From an optimization exercise on the open Yosys and OpenROAD flow, aimed at small area and a short achievable clock period; shortcuts taken in it are not production practice. In this exercise RTL edits were held to simulation tests only and were not proved equivalent to the original. No activity file was given, so power comes from the tool's default toggle rates.

## flow/design.v

```verilog
package lc3b_types;
  localparam int DEF_TAG_W  = 9;
  localparam int DEF_LINE_W = 128;
  typedef enum logic [1:0] {
    WR_FILL   = 2'b00,
    WR_MODIFY = 2'b01,
    WR_INVAL  = 2'b10,
    WR_NOP    = 2'b11
  } wr_mode_e;
endpackage
module l2_plru (
  input  logic [2:0] state,
  input  logic [3:0] valid,
  input  logic       rd_set,
  input  logic [3:0] hit_v,
  input  logic       wr_touch,
  input  logic [1:0] wr_way,
  output logic [2:0] next,
  output logic [1:0] victim
);
  logic r_lo, r_hi, w_lo, w_hi;
  assign r_lo = rd_set && (hit_v[0] || hit_v[1]);
  assign r_hi = rd_set && (hit_v[2] || hit_v[3]);
  assign w_lo = wr_touch && !wr_way[1];
  assign w_hi = wr_touch && wr_way[1];
  assign next[0] = wr_touch ? !wr_way[1] : (r_lo ? 1'b1 : (r_hi ? 1'b0 : state[0]));
  assign next[1] = w_lo ? !wr_way[0] : (r_lo ? hit_v[0] : state[1]);
  assign next[2] = w_hi ? !wr_way[0] : (r_hi ? hit_v[2] : state[2]);
  always_comb begin
    if (!valid[0])      victim = 2'd0;
    else if (!valid[1]) victim = 2'd1;
    else if (!valid[2]) victim = 2'd2;
    else if (!valid[3]) victim = 2'd3;
    else                victim = state[0] ? {1'b1, state[2]} : {1'b0, state[1]};
  end
endmodule
module l2_g_oa22 (input logic a1, a2, b1, b2, output logic y);
  assign y = (a1 | a2) & (b1 | b2);
endmodule
module l2_g_aoi222 (input logic a1, a2, b1, b2, c1, c2, output logic y);
  assign y = ~((a1 & a2) | (b1 & b2) | (c1 & c2));
endmodule
module l2_g_aoi22_nand3 (input logic a1, a2, b1, b2, y0, y1, output logic y);
  assign y = ~(y0 & y1 & ~((a1 & a2) | (b1 & b2)));
endmodule
module l2_g_aoi22_nand2 (input logic a1, a2, b1, b2, y0, output logic y);
  assign y = ~(y0 & ~((a1 & a2) | (b1 & b2)));
endmodule
module l2_dec3 (input logic [2:0] a, output logic [7:0] y);
  always_comb begin
    for (int i = 0; i < 8; i++) y[i] = (a == 3'(i));
  end
endmodule
module l2_tagcmp (
  input  logic [8:0] t,
  input  logic [8:0] r,
  input  logic       v,
  input  logic       en,
  output logic       y
);
  assign y = en & v & (t == r);
endmodule
import lc3b_types::*;
module l2_cache_array (
  input  logic         clk,
  input  logic         rst,
  input  logic         rd_en,
  input  logic [2:0]   rd_index,
  input  logic [8:0]   rd_tag,
  output logic         rd_done,
  output logic         hit,
  output logic [1:0]   hit_way,
  output logic [127:0] hit_data,
  output logic [1:0]   vic_way,
  output logic         vic_valid,
  output logic         vic_dirty,
  output logic [8:0]   vic_tag,
  output logic [127:0] vic_data,
  input  logic         wr_en,
  input  logic [1:0]   wr_mode,
  input  logic [2:0]   wr_index,
  input  logic [1:0]   wr_way,
  input  logic [8:0]   wr_tag,
  input  logic [127:0] wr_data
);
  localparam int EW = 137;   
  logic [3:0]    valid_r [8];
  logic [3:0]    dirty_r [8];
  logic [2:0]    plru_r  [8];
  logic [EW-1:0] ent_r   [4][8];
  logic [7:0] rsel;     
  logic [7:0] wsel;     
  logic [3:0] wway;     
  logic       wr_touch_s;
  logic       wr_inv_s;
  logic [7:0] rsel_t;   
  l2_dec3 u_rdec   (.a(rd_index), .y(rsel));
  l2_dec3 u_rdec_t (.a(rd_index), .y(rsel_t));
  always_comb begin
    for (int s = 0; s < 8; s++) wsel[s] = (wr_index == 3'(s));
    for (int w = 0; w < 4; w++) wway[w] = (wr_way == 2'(w));
  end
  assign wr_touch_s = wr_en && !wr_mode[1];
  assign wr_inv_s   = wr_en && (wr_mode == WR_INVAL);
  wire [EW-1:0] wr_ent = {wr_tag, wr_data};
  for (genvar w = 0; w < 4; w++) begin : g_ew
    for (genvar s = 0; s < 8; s++) begin : g_es
      wire we   = wr_touch_s && wway[w] && wsel[s];
      wire we_n = ~we;
      logic [EW-1:0] ent_d;
      for (genvar b = 0; b < EW; b++) begin : g_b
        l2_g_oa22 u_nx (.a1(ent_r[w][s][b]), .a2(we), .b1(we_n), .b2(wr_ent[b]), .y(ent_d[b]));
      end
      always_ff @(posedge clk) ent_r[w][s] <= ent_d;
    end
  end
  logic [EW-1:0] set_ent [4];
  for (genvar w = 0; w < 4; w++) begin : g_sw
    for (genvar b = 0; b < EW; b++) begin : g_sb
      wire [7:0] rs = (b >= 128) ? rsel_t : rsel;
      logic y0, y1;
      l2_g_aoi222 u_m0 (.a1(rs[0]), .a2(ent_r[w][0][b]), .b1(rs[1]), .b2(ent_r[w][1][b]),
                        .c1(rs[2]), .c2(ent_r[w][2][b]), .y(y0));
      l2_g_aoi222 u_m1 (.a1(rs[3]), .a2(ent_r[w][3][b]), .b1(rs[4]), .b2(ent_r[w][4][b]),
                        .c1(rs[5]), .c2(ent_r[w][5][b]), .y(y1));
      l2_g_aoi22_nand3 u_m2 (.a1(rs[6]), .a2(ent_r[w][6][b]), .b1(rs[7]), .b2(ent_r[w][7][b]),
                             .y0(y0), .y1(y1), .y(set_ent[w][b]));
    end
  end
  logic [3:0] set_valid;
  logic [3:0] tmatch;
  always_comb begin
    set_valid = '0;
    for (int s = 0; s < 8; s++) set_valid = set_valid | (rsel_t[s] ? valid_r[s] : 4'b0);
  end
  for (genvar w = 0; w < 4; w++) begin : g_mw
    l2_tagcmp u_cmp (.t(set_ent[w][EW-1:128]), .r(rd_tag), .v(set_valid[w]), .en(rd_en),
                     .y(tmatch[w]));
  end
  logic [1:0] vway  [8];
  logic [2:0] pnext [8];
  logic [3:0] hit_v;    
  logic [3:0] vic_v;    
  always_comb begin
    hit_v = tmatch;
    vic_v = '0;
    for (int s = 0; s < 8; s++) begin
      for (int w = 0; w < 4; w++) vic_v[w] = vic_v[w] | (rsel[s] && (vway[s] == 2'(w)));
    end
  end
  logic       hit_s;
  logic [1:0] hit_way_s;
  logic [1:0] vic_way_s;
  logic       vic_valid_s;
  logic       vic_dirty_s;
  assign hit_s     = |hit_v;
  assign hit_way_s = {hit_v[3] | hit_v[2], hit_v[3] | hit_v[1]};
  always_comb begin
    vic_way_s   = '0;
    vic_valid_s = 1'b0;
    vic_dirty_s = 1'b0;
    for (int s = 0; s < 8; s++) begin
      vic_way_s   = vic_way_s   | (rsel[s] ? vway[s] : 2'b0);
      vic_valid_s = vic_valid_s | (rsel[s] && valid_r[s][vway[s]]);
      vic_dirty_s = vic_dirty_s | (rsel[s] && dirty_r[s][vway[s]]);
    end
  end
  for (genvar s = 0; s < 8; s++) begin : g_set
    l2_plru u_plru (
      .state    (plru_r[s]),
      .valid    (valid_r[s]),
      .rd_set   (rsel_t[s]),
      .hit_v    (hit_v),
      .wr_touch (wr_touch_s && wsel[s]),
      .wr_way   (wr_way),
      .next     (pnext[s]),
      .victim   (vway[s])
    );
    always_ff @(posedge clk or posedge rst) begin
      if (rst) begin
        valid_r[s] <= '0;
        dirty_r[s] <= '0;
        plru_r[s]  <= '0;
      end else begin
        plru_r[s] <= pnext[s];
        for (int w = 0; w < 4; w++) begin
          if (wsel[s] && wway[w] && (wr_touch_s || wr_inv_s)) begin
            valid_r[s][w] <= wr_touch_s;
            dirty_r[s][w] <= wr_touch_s && wr_mode[0];
          end
        end
      end
    end
  end
  logic [3:0]   hsel;    
  logic [3:0]   vsel;    
  logic         hold;    
  logic [127:0] hit_data_d;
  logic [EW-1:0] vic_ent_d;
  logic [EW-1:0] vic_ent_q;
  assign hsel = hit_v;
  assign vsel = vic_v & {4{rd_en}};
  assign hold = ~rd_en;
  assign vic_ent_q = {vic_tag, vic_data};
  for (genvar b = 0; b < 128; b++) begin : g_hd
    logic y0;
    l2_g_aoi222 u_h0 (.a1(hsel[0]), .a2(set_ent[0][b]), .b1(hsel[1]), .b2(set_ent[1][b]),
                      .c1(hold), .c2(hit_data[b]), .y(y0));
    l2_g_aoi22_nand2 u_h1 (.a1(hsel[2]), .a2(set_ent[2][b]), .b1(hsel[3]),
                           .b2(set_ent[3][b]), .y0(y0), .y(hit_data_d[b]));
  end
  for (genvar b = 0; b < EW; b++) begin : g_vd
    logic y0;
    l2_g_aoi222 u_v0 (.a1(vsel[0]), .a2(set_ent[0][b]), .b1(vsel[1]), .b2(set_ent[1][b]),
                      .c1(hold), .c2(vic_ent_q[b]), .y(y0));
    l2_g_aoi22_nand2 u_v1 (.a1(vsel[2]), .a2(set_ent[2][b]), .b1(vsel[3]),
                           .b2(set_ent[3][b]), .y0(y0), .y(vic_ent_d[b]));
  end
  always_ff @(posedge clk or posedge rst) begin
    if (rst) begin
      rd_done   <= 1'b0;
      hit       <= 1'b0;
      hit_way   <= '0;
      hit_data  <= '0;
      vic_way   <= '0;
      vic_valid <= 1'b0;
      vic_dirty <= 1'b0;
      vic_tag   <= '0;
      vic_data  <= '0;
    end else begin
      rd_done  <= rd_en;
      hit_data <= hit_data_d;
      vic_tag  <= vic_ent_d[EW-1:128];
      vic_data <= vic_ent_d[127:0];
      if (rd_en) begin
        hit       <= hit_s;
        hit_way   <= hit_way_s;
        vic_way   <= vic_way_s;
        vic_valid <= vic_valid_s;
        vic_dirty <= vic_dirty_s;
      end
    end
  end
endmodule
```

## flow/run.sh

```bash
#!/bin/bash
# synth_recipe.tcl (not shown) runs the flow's synth.tcl, then flattens the netlist and writes it again
# the make line also repeats each setting of config.mk as NAME=value (left out here)
make -C /OpenROAD-flow-scripts/flow DESIGN_CONFIG=/design/flow/config.mk WORK_HOME=/design/flow/orfs CLKGATE_MAP_FILE= SYNTH_SCRIPT=/design/flow/synth_recipe.tcl finish
```

## flow/config.mk

```make
export PLATFORM = sky130hd
export DESIGN_NAME = l2_cache_array
export DESIGN_NICKNAME = l2_cache_array
export VERILOG_FILES = /design/flow/design.v
export SDC_FILE = /design/flow/constraint.sdc
export NUM_CORES = 4
export LEC_CHECK = 0
export CAP_MARGIN = 10
export CORE_MARGIN = 2
export CORE_UTILIZATION = 40
export CTS_CLUSTER_DIAMETER = 90
export CTS_CLUSTER_SIZE = 25
export SETUP_SLACK_MARGIN = 1.7
export SLEW_MARGIN = 10
export SYNTH_HIERARCHICAL = 1
export TNS_END_PERCENT = 5
```

## flow/constraint.sdc

```tcl
create_clock -name core_clock -period 5.0 [get_ports {clk}]
set_input_delay 1.0000 -clock core_clock [delete_from_list [all_inputs] [get_ports {clk}]]
set_output_delay 1.0000 -clock core_clock [all_outputs]
set_load 0.01 [all_outputs]
```

==> run_results.csv, run 1 <==
group,metric,value,unit
worst_setup_path,cp-start-kind,"primary input",
yosys,ys_seq_elements,4745,
grt,antenna_found_initial,29,
route,vias_per_cell,7.28,
worst_setup_path,worstSetupEndpoint,"ent_r[20][37]",
final_layout,areaGrowthSynthToFinish,15.5,%
worst_setup_path,critPathMaxFanout,88,
timing,hold_viol,0,
timing,worst_slack,1.53,ns
grt,grt_use_total,32.1,%
worst_setup_path,r2r-start,"plru_r[6][0]",
cts,htree_levels,4,
route,drt_iter0_drc,23900,
timing,setup_violations,0,
grt,grt.overflow.total,0,
grt,grt_pass1_wl,986000,µm
final_layout,final_layout_size_suffix_gt1_share,7.00,%
power_and_ir_drop,p_switching,22.7,mW
yosys,synth_compound_area_share,36.5,%
route,drc,0,
cts,numCtsBuffers,217,
yosys,synth-edff-count,0,
worst_setup_path,cp.required,5.89,ns
place,routabilityCongestion,0.900,
final_layout,register_area,96800,µm²
die,ios,433,
worst_setup_path,cp-end-kind,"flop",
final_layout,final_util,46.3,%
yosys,synth_top_family_by_area,"compound AO/OA/AOI/OAI gates",
place,placed_cell_area,181000,µm²
place,io_buffer_count,432,
timing,worstMarginPinSlew,1.30,ns
timing,drv_slew,0,
cts,cts_sinks,4745,
cts,clockBufferDepth,4,
route,first_pass_iters,13,
power_and_ir_drop,power.density,448,nW/µm²
yosys,synthCells,12700,
worst_setup_path,reg2regPathDepth,10,
timing,fmax,288,MHz
route,ant_nets,0,
power_and_ir_drop,p_int,61.4,mW
die,die_x,642,µm
timing,relSlewSlack,13.3,%
yosys,synth_common_cells,"dfxtp_1, o22a_1, a222oi_1",
die,dieArea,412000,µm²
cts,cts_tree,"built",
power_and_ir_drop,worst_ir_drop_vdd,291,µV
timing,finalCritPeriodShare,69.5,%
yosys,ys_types,48,
worst_hold_path,min_path_type,"in2async",
final_layout,finalNetCount,14100,
die,row_count,234,
worst_setup_path,reg2reg_slack,1.61,ns
worst_setup_path,arrival,4.37,ns
route,dr_total_vias,142000,
worst_setup_path,timing_worst_setup_path_type,"in2reg",
final_layout,finish.instance_area,188000,µm²
timing,finClkSkew,0.0617,ns
yosys,ys_seq_area_share,59.5,%
grt,grt_max_degree,139,
yosys,ys_async_sr_fraction,7.61,%
yosys,synthMuxAreaShare,0.483,%
power_and_ir_drop,power_frac_comb,15.7,%
yosys,avgSynthCellArea,12.8,µm²
final_layout,fillers,37500,
die,start_util,40.1,%
final_layout,multiInputGateArea,65900,µm²
yosys,synth_area_leaders,"dfxtp_1, o22a_1, a222oi_1",
power_and_ir_drop,switching_share,27.0,%
yosys,synthFlopType,"dfxtp_1",
yosys,synth_xor_xnor_area_share,0.194,%
route,routedWlPerCell,35.6,µm
yosys,synthAdderAreaFrac,0,%
die,core_area,406000,µm²
cts,clock-root-buffer,"clkbuf_16",
power_and_ir_drop,total_power,84.2,mW
cts,clkSlewWorstSetupHoldPaths,0.11,ns
power_and_ir_drop,seqPwrFrac,59.5,%
yosys,yosys.area_share.simple,3.14,%
place,hpwl,389000,µm
yosys,yosys_warnings,20,
timing,rsz0062_at_grt,"true",
route,routed_wl,693000,µm
yosys,synth_top_area_cell,"dfxtp_1",
yosys,netlist_area,163000,µm²
die,die_y,642,µm
power_and_ir_drop,leakagePower,69.0,nW
power_and_ir_drop,clkPwrFrac,24.8,%
timing,min_period,3.47,ns
cts,clock_latency,1.03,ns
grt,grt_pass1_vias,133000,
yosys,yosys.area.top_type_share,54.0,%
timing,tns,0,ns
flow_run,maxCapViolCount,0,
worst_setup_path,cp-startpoint,"wr_way[1]",
yosys,synth_nets,12900,
place,pre_cts_slack,0.582,ns
run_status,status,"timing/DRC/antenna clean",
worst_setup_path,r2r_end,"vic_data[25]",
-- registers in the layout, summed over array words and instances, names as in the netlist --
| register | flops |
|---|---|
| vic_way | 2 |
| dirty_r | 32 |
| vic_dirty | 1 |
| rd_done | 1 |
| vic_valid | 1 |
| hit_data | 128 |
| ent_r | 4384 |
| valid_r | 32 |
| hit | 1 |
| plru_r | 24 |
| vic_tag | 9 |
| hit_way | 2 |
| vic_data | 128 |
-- repair_timing --
item                                    CTS  global route
hold buffers                              0             0
gates resized for setup                   5             9
gates cloned                              0             4
pin swaps                                 0             7
setup buffers                             0            10
endpoints found under the setup margin  206           283
-- area by class of cell --
class / instances / area share, %
Antenna cell: 16 / 0.0213
Timing Repair Buffer: 1008 / 6.21
Sequential cell: 4745 / 51.5
Multi-Input combinational cell: 7887 / 35.1
Tap cell: 5428 / 3.62
Clock inverter: 23 / 0.156
Inverter: 57 / 0.250
Clock buffer: 301 / 3.08
-- critical path, cell delays in order --
cell and delay (ns):
clkdlybuf4s50_1 1.02, nor2b_2 0.86, buf_12 0.25, nand2_4 0.10, buf_12 0.33, buf_4 0.43, o22a_1 0.23
-- metrics by stage --
step	hold slack (ns)	std cells
2_1_floorplan	0.447	12700
3_3_place_gp	0.452	19100
3_5_place_dp	0.460	19100
4_1_cts	0.302	19400
5_1_grt	0.345	19500
6_report	0.341	19500
-- layout by cell type, fill, tap and decap left out, drive strengths merged, types with 9 or more instances in the layout --
cell type,netlist,routed
o22a,4384,4384
nor3,12,12
a311oi,9,9
nand2b,25,25
nor2b,12,12
buf,6,581
a31oi,20,20
mux2,32,32
inv,57,74
clkdlybuf4s50,0,420
nand4,14,14
clkbuf,8,304
o21ai,15,15
and3b,15,16
mux4,10,10
dfxtp,4384,4384
a22oi,840,840
mux2i,20,20
nand3,559,559
nor2,43,43
o22ai,13,13
dfrtp,361,361
o21a,9,9
a21bo,17,17
diode,0,16
xnor2,36,36
a222oi,1363,1363
a21o,20,20
nand2,362,362
-- modules after synthesis (local to each module, per instance) --
module            cells  flops+latches  cell area (µm²)  times used
l2_g_aoi222           1              0             10.0        1361
l2_plru              20              0              138           8
l2_tagcmp            13              0              106           4
l2_g_aoi22_nand3      2              0             12.5         548
l2_g_aoi22_nand2      2              0             11.3         265
l2_g_oa22             1              0             8.76        4384
l2_dec3               8              0             65.1           2
l2_cache_array     5103           4745            99100           1
-- routing by layer --
layer  vias up  share of wire, %  track usage, %
met5         -             0.042           0.414
met4        12               4.5            13.3
met3      1481                11            7.06
met2      8555                44            49.0
met1     73500                41            43.9
li1      58000                 -               -
-- logic make-up after synthesis --
logic type                count (synthesis)
and+or+nand+nor                        1074
xor gates and xnor gates                 36
DFF                                    4745
buffers and inverters                    71
muxes                                    62
AOI/OAI and AO/OA                      6714
-- power groups by stage --
stage	Sequential, mW	Clock (mW)	Combinational [mW]
finish	50.1	20.9	13.2
global placement	50.7	0	12.7
detailed placement	50.9	0	13.1
CTS	50.0	21.1	13.1
floorplan	49.6	0	9.10
global route	50.9	22.3	14.2
-- worst min path at each step --
| stage | startpoint | endpoint | cells past startpoint |
|---|---|---|---|
| after detailed placement | ent_r[11][96] | ent_r[11][96] | 1 |
| after global placement | ent_r[24][106] | ent_r[24][106] | 1 |
| after global routing | rst | rd_done | 2 |
| after CTS | rst | rd_done | 2 |
| after floorplan | ent_r[0][0] | ent_r[0][0] | 1 |
| final | rst | rd_done | 2 |
==> run 2, diff against run 1 <==
--- a/flow/design.v
+++ b/flow/design.v
@@ -36,4 +36,4 @@
 endmodule
-module l2_g_oa22 (input logic a1, a2, b1, b2, output logic y);
-  assign y = (a1 | a2) & (b1 | b2);
+module l2_g_oai22 (input logic a1, a2, b1, b2, output logic y);
+  assign y = ~((a1 | a2) & (b1 | b2));
 endmodule
@@ -45,4 +45,4 @@
 endmodule
-module l2_g_aoi22_nand2 (input logic a1, a2, b1, b2, y0, output logic y);
-  assign y = ~(y0 & ~((a1 & a2) | (b1 & b2)));
+module l2_g_aoi22_nand2_xor (input logic a1, a2, b1, b2, y0, p, output logic y);
+  assign y = ~(y0 & ~((a1 & a2) | (b1 & b2))) ^ p;
 endmodule
@@ -61,2 +61,5 @@
   assign y = en & v & (t == r);
+endmodule
+module l2_g_aoi22_nand2 (input logic a1, a2, b1, b2, y0, output logic y);
+  assign y = ~(y0 & ~((a1 & a2) | (b1 & b2)));
 endmodule
@@ -104,3 +107,5 @@
   assign wr_inv_s   = wr_en && (wr_mode == WR_INVAL);
-  wire [EW-1:0] wr_ent = {wr_tag, wr_data};
+  logic ph_r;
+  always_ff @(posedge clk) ph_r <= ~ph_r;
+  wire [EW-1:0] wr_ent = {wr_tag, wr_data} ^ {EW{ph_r}};
   for (genvar w = 0; w < 4; w++) begin : g_ew
@@ -111,3 +116,3 @@
       for (genvar b = 0; b < EW; b++) begin : g_b
-        l2_g_oa22 u_nx (.a1(ent_r[w][s][b]), .a2(we), .b1(we_n), .b2(wr_ent[b]), .y(ent_d[b]));
+        l2_g_oai22 u_nx (.a1(ent_r[w][s][b]), .a2(we), .b1(we_n), .b2(wr_ent[b]), .y(ent_d[b]));
       end
@@ -129,2 +134,3 @@
   end
+  wire  [8:0] rd_tag_ph = rd_tag ^ {9{ph_r}};
   logic [3:0] set_valid;
@@ -136,3 +142,3 @@
   for (genvar w = 0; w < 4; w++) begin : g_mw
-    l2_tagcmp u_cmp (.t(set_ent[w][EW-1:128]), .r(rd_tag), .v(set_valid[w]), .en(rd_en),
+    l2_tagcmp u_cmp (.t(set_ent[w][EW-1:128]), .r(rd_tag_ph), .v(set_valid[w]), .en(rd_en),
                      .y(tmatch[w]));
@@ -194,6 +200,8 @@
   end
-  logic [3:0]   hsel;    
-  logic [3:0]   vsel;    
-  logic         hold;    
-  logic [127:0] hit_data_d;
+  logic [3:0]    hsel;    
+  logic [3:0]    vsel;    
+  logic          hold;    
+  logic          vph;     
+  logic [127:0]  set_line [4];
+  logic [127:0]  hit_data_d;
   logic [EW-1:0] vic_ent_d;
@@ -203,11 +211,22 @@
   assign hold = ~rd_en;
+  assign vph  = rd_en & ph_r;
   assign vic_ent_q = {vic_tag, vic_data};
+  for (genvar w = 0; w < 4; w++) begin : g_sl
+    assign set_line[w] = set_ent[w][127:0] ^ {128{ph_r}};
+  end
   for (genvar b = 0; b < 128; b++) begin : g_hd
     logic y0;
-    l2_g_aoi222 u_h0 (.a1(hsel[0]), .a2(set_ent[0][b]), .b1(hsel[1]), .b2(set_ent[1][b]),
+    l2_g_aoi222 u_h0 (.a1(hsel[0]), .a2(set_line[0][b]), .b1(hsel[1]), .b2(set_line[1][b]),
                       .c1(hold), .c2(hit_data[b]), .y(y0));
-    l2_g_aoi22_nand2 u_h1 (.a1(hsel[2]), .a2(set_ent[2][b]), .b1(hsel[3]),
-                           .b2(set_ent[3][b]), .y0(y0), .y(hit_data_d[b]));
-  end
-  for (genvar b = 0; b < EW; b++) begin : g_vd
+    l2_g_aoi22_nand2 u_h1 (.a1(hsel[2]), .a2(set_line[2][b]), .b1(hsel[3]),
+                           .b2(set_line[3][b]), .y0(y0), .y(hit_data_d[b]));
+  end
+  for (genvar b = 0; b < 128; b++) begin : g_vd
+    logic y0;
+    l2_g_aoi222 u_v0 (.a1(vsel[0]), .a2(set_line[0][b]), .b1(vsel[1]), .b2(set_line[1][b]),
+                      .c1(hold), .c2(vic_ent_q[b]), .y(y0));
+    l2_g_aoi22_nand2 u_v1 (.a1(vsel[2]), .a2(set_line[2][b]), .b1(vsel[3]),
+                           .b2(set_line[3][b]), .y0(y0), .y(vic_ent_d[b]));
+  end
+  for (genvar b = 128; b < EW; b++) begin : g_vt
     logic y0;
@@ -215,4 +234,4 @@
                       .c1(hold), .c2(vic_ent_q[b]), .y(y0));
-    l2_g_aoi22_nand2 u_v1 (.a1(vsel[2]), .a2(set_ent[2][b]), .b1(vsel[3]),
-                           .b2(set_ent[3][b]), .y0(y0), .y(vic_ent_d[b]));
+    l2_g_aoi22_nand2_xor u_v1 (.a1(vsel[2]), .a2(set_ent[2][b]), .b1(vsel[3]),
+                               .b2(set_ent[3][b]), .y0(y0), .p(vph), .y(vic_ent_d[b]));
   end
==> flow/flow/run.sh (new file) <==
#!/bin/bash
# Own layout flow: the standard synthesis unchanged, then the standard ORFS layout with
#  - port buffers made from a plain buffer cell instead of the default delay cell,
#  - sizing not limited to the same cell footprint, so timing repair can use any drive strength,
#  - clock tree sinks clustered 25 to a leaf buffer and no dummy loads, which gives a much
#    smaller clock tree with about the same insertion delay.
set -euo pipefail
bash standard.sh synth > synth.log 2>&1
bash standard.sh \
  "BUFFER_PORTS_ARGS=-buffer_cell sky130_fd_sc_hd__buf_2" \
  "MATCH_CELL_FOOTPRINT=0" \
  "CTS_ARGS=-sink_clustering_enable -repair_clock_nets -sink_clustering_size 25 -sink_clustering_max_diameter 90 -dont_use_dummy_load" \
  finish > layout.log 2>&1
==> flow/standard.sh (new file) <==
#!/bin/bash
# synth_recipe.tcl (not shown) runs the flow's synth.tcl, then flattens the netlist and writes it again
# the make line also repeats each setting of config.mk as NAME=value (left out here)
make -C /OpenROAD-flow-scripts/flow DESIGN_CONFIG=/design/flow/config.mk WORK_HOME=/design/flow/orfs CLKGATE_MAP_FILE= SYNTH_SCRIPT=/design/flow/synth_recipe.tcl "${@:-finish}"
--- a/flow/config.mk
+++ b/flow/config.mk
@@ -9,6 +9,4 @@
 export CORE_MARGIN = 2
-export CORE_UTILIZATION = 40
-export CTS_CLUSTER_DIAMETER = 90
-export CTS_CLUSTER_SIZE = 25
-export SETUP_SLACK_MARGIN = 1.7
+export CORE_UTILIZATION = 45
+export SETUP_SLACK_MARGIN = 2.3
 export SLEW_MARGIN = 10
removed: flow/run.sh
==> run 2 against run 1 <==
Net effect: now fails the layout checks on max-slew violations; sequential cell count is 1 higher; fmax increased by 16%; setup slack improved by 0.47 ns; highest routed layer unchanged; core utilization rose by 5.7 points; clock-buffer cell count is 86 lower; hold slack lost 0.28 ns.
==> run_results.csv, run 2 <==
group,metric,value,unit
run_status,status,"complete, but fails checks",
run_status,check.faults,"max-slew violations",
place,io_buffer_count,432,
final_layout,top_register,"ent_r",
yosys,netlist_area,158000,µm²
yosys,synthCells,13400,
worst_setup_path,slowest_delay,0.44,ns
power_and_ir_drop,power_frac_comb,13.9,%
worst_setup_path,critPathBufInv,6,
power_and_ir_drop,seqPwrFrac,61.0,%
timing,setup_violations,0,
route,dr_wl_met2,293000,µm
route,ant_nets,0,
worst_setup_path,reg2regPathDepth,9,
yosys,synth_nets,13600,
die,die_y,596,µm
timing,rsz0062_at_grt,"true",
worst_setup_path,cp-end-kind,"flop",
timing,fmax,333,MHz
yosys,ys_seq_elements,4746,
power_and_ir_drop,p_int,57.4,mW
route,vias_per_cell,7.61,
final_layout,final_layout_size_suffix_gt1_share,11.3,%
yosys,yosys_warnings,22,
power_and_ir_drop,p_switching,22.0,mW
worst_setup_path,cp-start-kind,"primary input",
worst_setup_path,cp_common_cell,"buf_12",
die,start_util,45.2,%
cts,cts_tree,"built",
worst_setup_path,arrival,3.92,ns
power_and_ir_drop,power.density,437,nW/µm²
worst_setup_path,timing_worst_setup_path_type,"in2reg",
yosys,synth_common_cells,"o22ai_1, dfxtp_1, a222oi_1",
grt,grt.overflow.total,0,
cts,clock-root-buffer,"clkbuf_16",
yosys,synth_top_area_cell,"dfxtp_1",
worst_setup_path,r2r-start,"valid_r[7][1]",
worst_setup_path,reg2reg_slack,2.06,ns
timing,worst_slack,2.00,ns
yosys,ys_seq_area_share,61.3,%
yosys,yosys.area.top_type_share,55.6,%
die,row_count,217,
cts,cts_sinks,4746,
yosys,synth_area_leaders,"dfxtp_1, o22ai_1, a222oi_1",
route,dr_total_vias,146000,
timing,worstMarginPinSlew,1.56,ns
place,routabilityCongestion,0.877,
timing,drv_slew,36,
route,route.met3.wl,95900,µm
route,highest_layer,"met5",
die,ios,433,
final_layout,finalNetCount,14800,
route,first_pass_iters,13,
final_layout,largest_register_ffs,4384,
route,routed_wl,695000,µm
worst_setup_path,crit_chain,"buf_16, buf_12, nor3b_4, buf_12, buf_12, nor3b_1, nor4_2, a21oi_4, buf_12, buf_6, a222oi_1, nand2_1",
route,wl_met1,271000,µm
final_layout,final_cell_mix,"o22ai_1, dfxtp_1, a222oi_1",
cts,numCtsBuffers,215,
power_and_ir_drop,total_power,79.4,mW
yosys,synth-edff-count,0,
route,drt_iter0_drc,26200,
die,core_area,349000,µm²
worst_setup_path,crit_cells,12,
worst_setup_path,cp.required,5.92,ns
grt,antenna_found_initial,22,
timing,hold_viol,0,
worst_setup_path,r2r_end,"vic_data[97]",
power_and_ir_drop,worst_ir_drop_vdd,313,µV
flow_run,maxCapViolCount,0,
worst_setup_path,cp-startpoint,"rd_index[1]",
timing,tns,0,ns
yosys,ys_async_sr_fraction,7.61,%
grt,grt_pass1_wl,974000,µm
die,die_x,596,µm
timing,relSlewSlack,-3.93,%
final_layout,areaGrowthSynthToFinish,15.0,%
place,hpwl,369000,µm
worst_setup_path,slowest_stage,"buf_6",
final_layout,layout_commonest_cell,"o22ai_1",
timing,finalCritPeriodShare,60.0,%
grt,grt_max_degree,142,
yosys,synthFlopType,"dfxtp_1",
die,dieArea,356000,µm²
worst_setup_path,critPathMaxFanout,46,
power_and_ir_drop,switching_share,27.7,%
timing,finClkSkew,0.113,ns
cts,htree_levels,4,
worst_hold_path,min_path_type,"in2async",
final_layout,reg_top3,"ent_r: 4384 flops, hit_data: 128 flops, vic_data: 128 flops",
cts,cts_hold_buf,0,
route,routedWlPerCell,36.2,µm
grt,grt_use_total,36.2,%
worst_setup_path,worstSetupEndpoint,"vic_data[48]",
worst_setup_path,cp_top_family,"buffers and inverters",
yosys,avgSynthCellArea,11.8,µm²
place,pre_cts_slack,0.754,ns
cts,clockBufferDepth,4,
yosys,ys_types,53,
cts,clock_latency,1.03,ns
timing,min_period,3.00,ns
power_and_ir_drop,clkPwrFrac,25.0,%
grt,grt_pass1_vias,137000,
yosys,yosysMostFrequentCell,"o22ai_1",
power_and_ir_drop,leakagePower,70.0,nW
cts,clkSlewWorstSetupHoldPaths,0.10,ns
route,drc,0,
==> run 2: worst min-delay path by stage <==
stage                         end  slack (ns)  depth (start not counted)
global placement    ent_r[19][34]        0.43                          1
global route        valid_r[5][3]        0.12                          2
CTS                 dirty_r[6][0]        0.08                          2
floorplan             ent_r[0][0]        0.42                          1
detailed placement  ent_r[19][21]        0.44                          1
finish              valid_r[6][0]        0.06                          2
==> run 2: kinds of logic (layout without fill, tap and decap cells) <==
kind of cell              count (synthesis)  in the layout  synth area share (%)
xor gates and xnor gates                703            704                  3.90
and+or+nand+nor                        1063           1065                  3.24
other                                     0              7                     0
muxes                                    58             58                 0.504
buffers and inverters                   141           1325                 0.397
DFF                                    4746           4746                  61.3
AOI/OAI and AO/OA                      6710           6710                  30.6
==> run 2: timing repair <==
action	CTS	global route
pin swaps	6	92
endpoints found under the setup margin	2961	3141
resized for setup	44	166
gates cloned	3	46
setup buffers	19	79
==> run 2: power groups by stage <==
stage | registers [mW] | logic [mW] | clock network, mW
global placement | 49.1 | 10.1 | 0
finish | 48.5 | 11.1 | 19.9
detailed placement | 49.1 | 10.4 | 0
floorplan | 48.2 | 7.18 | 0
global route | 49.1 | 11.8 | 21.1
CTS | 48.3 | 10.4 | 19.9
==> run 2: metal layers <==
layer  vias to the layer above  global-route usage, %
li1                      60100                      -
met1                     73500                   49.9
met2                     10700                   53.6
met3                      1874                   9.03
met4                        14                   16.0
met5                         -                  0.257
==> run 2: area by class of cell <==
cell class / instances / area (µm²)
flip-flops and latches: 4746 / 96800
fillers: 31300 / 168000
diodes: 7 / 17.5
clock buffers: 215 / 5380
multi-input cells: 8537 / 62800
repair buffers: 1057 / 10300
well taps: 4599 / 5750
inverters: 53 / 464
==> run 2: through the flow <==
| step | hold WS, ns | area [µm²] | util (%) | instances |
|---|---|---|---|---|
| after floorplan | 0.421 | 158000 | - | 13400 |
| after global placement | 0.428 | 173000 | 49.6 | 18800 |
| after detailed placement | 0.436 | 173000 | 49.6 | 18800 |
| after CTS | 0.0844 | 179000 | 51.3 | 19100 |
| after global routing | 0.119 | 182000 | 52.0 | 19200 |
| final | 0.0632 | 182000 | 52.0 | 19200 |
==> run 2: per-module statistics from Yosys (local to each module, per instance), excerpt <==
module,cells inside,flops+latches
l2_g_oai22,1,0
l2_cache_array,5813,4746
l2_g_aoi222,1,0
l2_g_aoi22_nand2_xor,3,0
l2_g_aoi22_nand3,2,0
l2_plru,20,0

==> port drivers added, routing unchanged <==
The flow's constraints put no driver on any port. The routed layouts listed below were extracted and timed again, unchanged, in two steps. Step 1 (the two cells are an assumption about what drives the block):
set clk [get_ports {clk}]
set_driving_cell -lib_cell sky130_fd_sc_hd__clkbuf_16 $clk
set_driving_cell -lib_cell sky130_fd_sc_hd__buf_2 [delete_from_list [all_inputs] $clk]
Step 2 moves the port delays by t, midway between the first and last clock arrival at a register: inputs arrive t later, outputs are due t later. That takes back most of the time a late clock gives input paths. Slacks: no drivers / after step 1 / after step 2; pairs: no drivers / after step 1.
| run | t (ns) | setup WS [ns] | worst hold slack (ns) | slew at the worst register clock pin (ns) |
|---|---|---|---|---|
| run 1 | 1.101 | 1.526 / 1.572 / 0.495 | 0.341 / 0.268 / 0.477 | 0.11 / 0.11 |
| run 2 | 1.083 | 1.999 / 1.984 / 0.917 | 0.063 / -0.022 / 0.443 | 0.11 / 0.11 |
For run 2, which loses most, drivers alone change the setup slack by -0.015 ns; drivers and shift together by -1.082 ns.
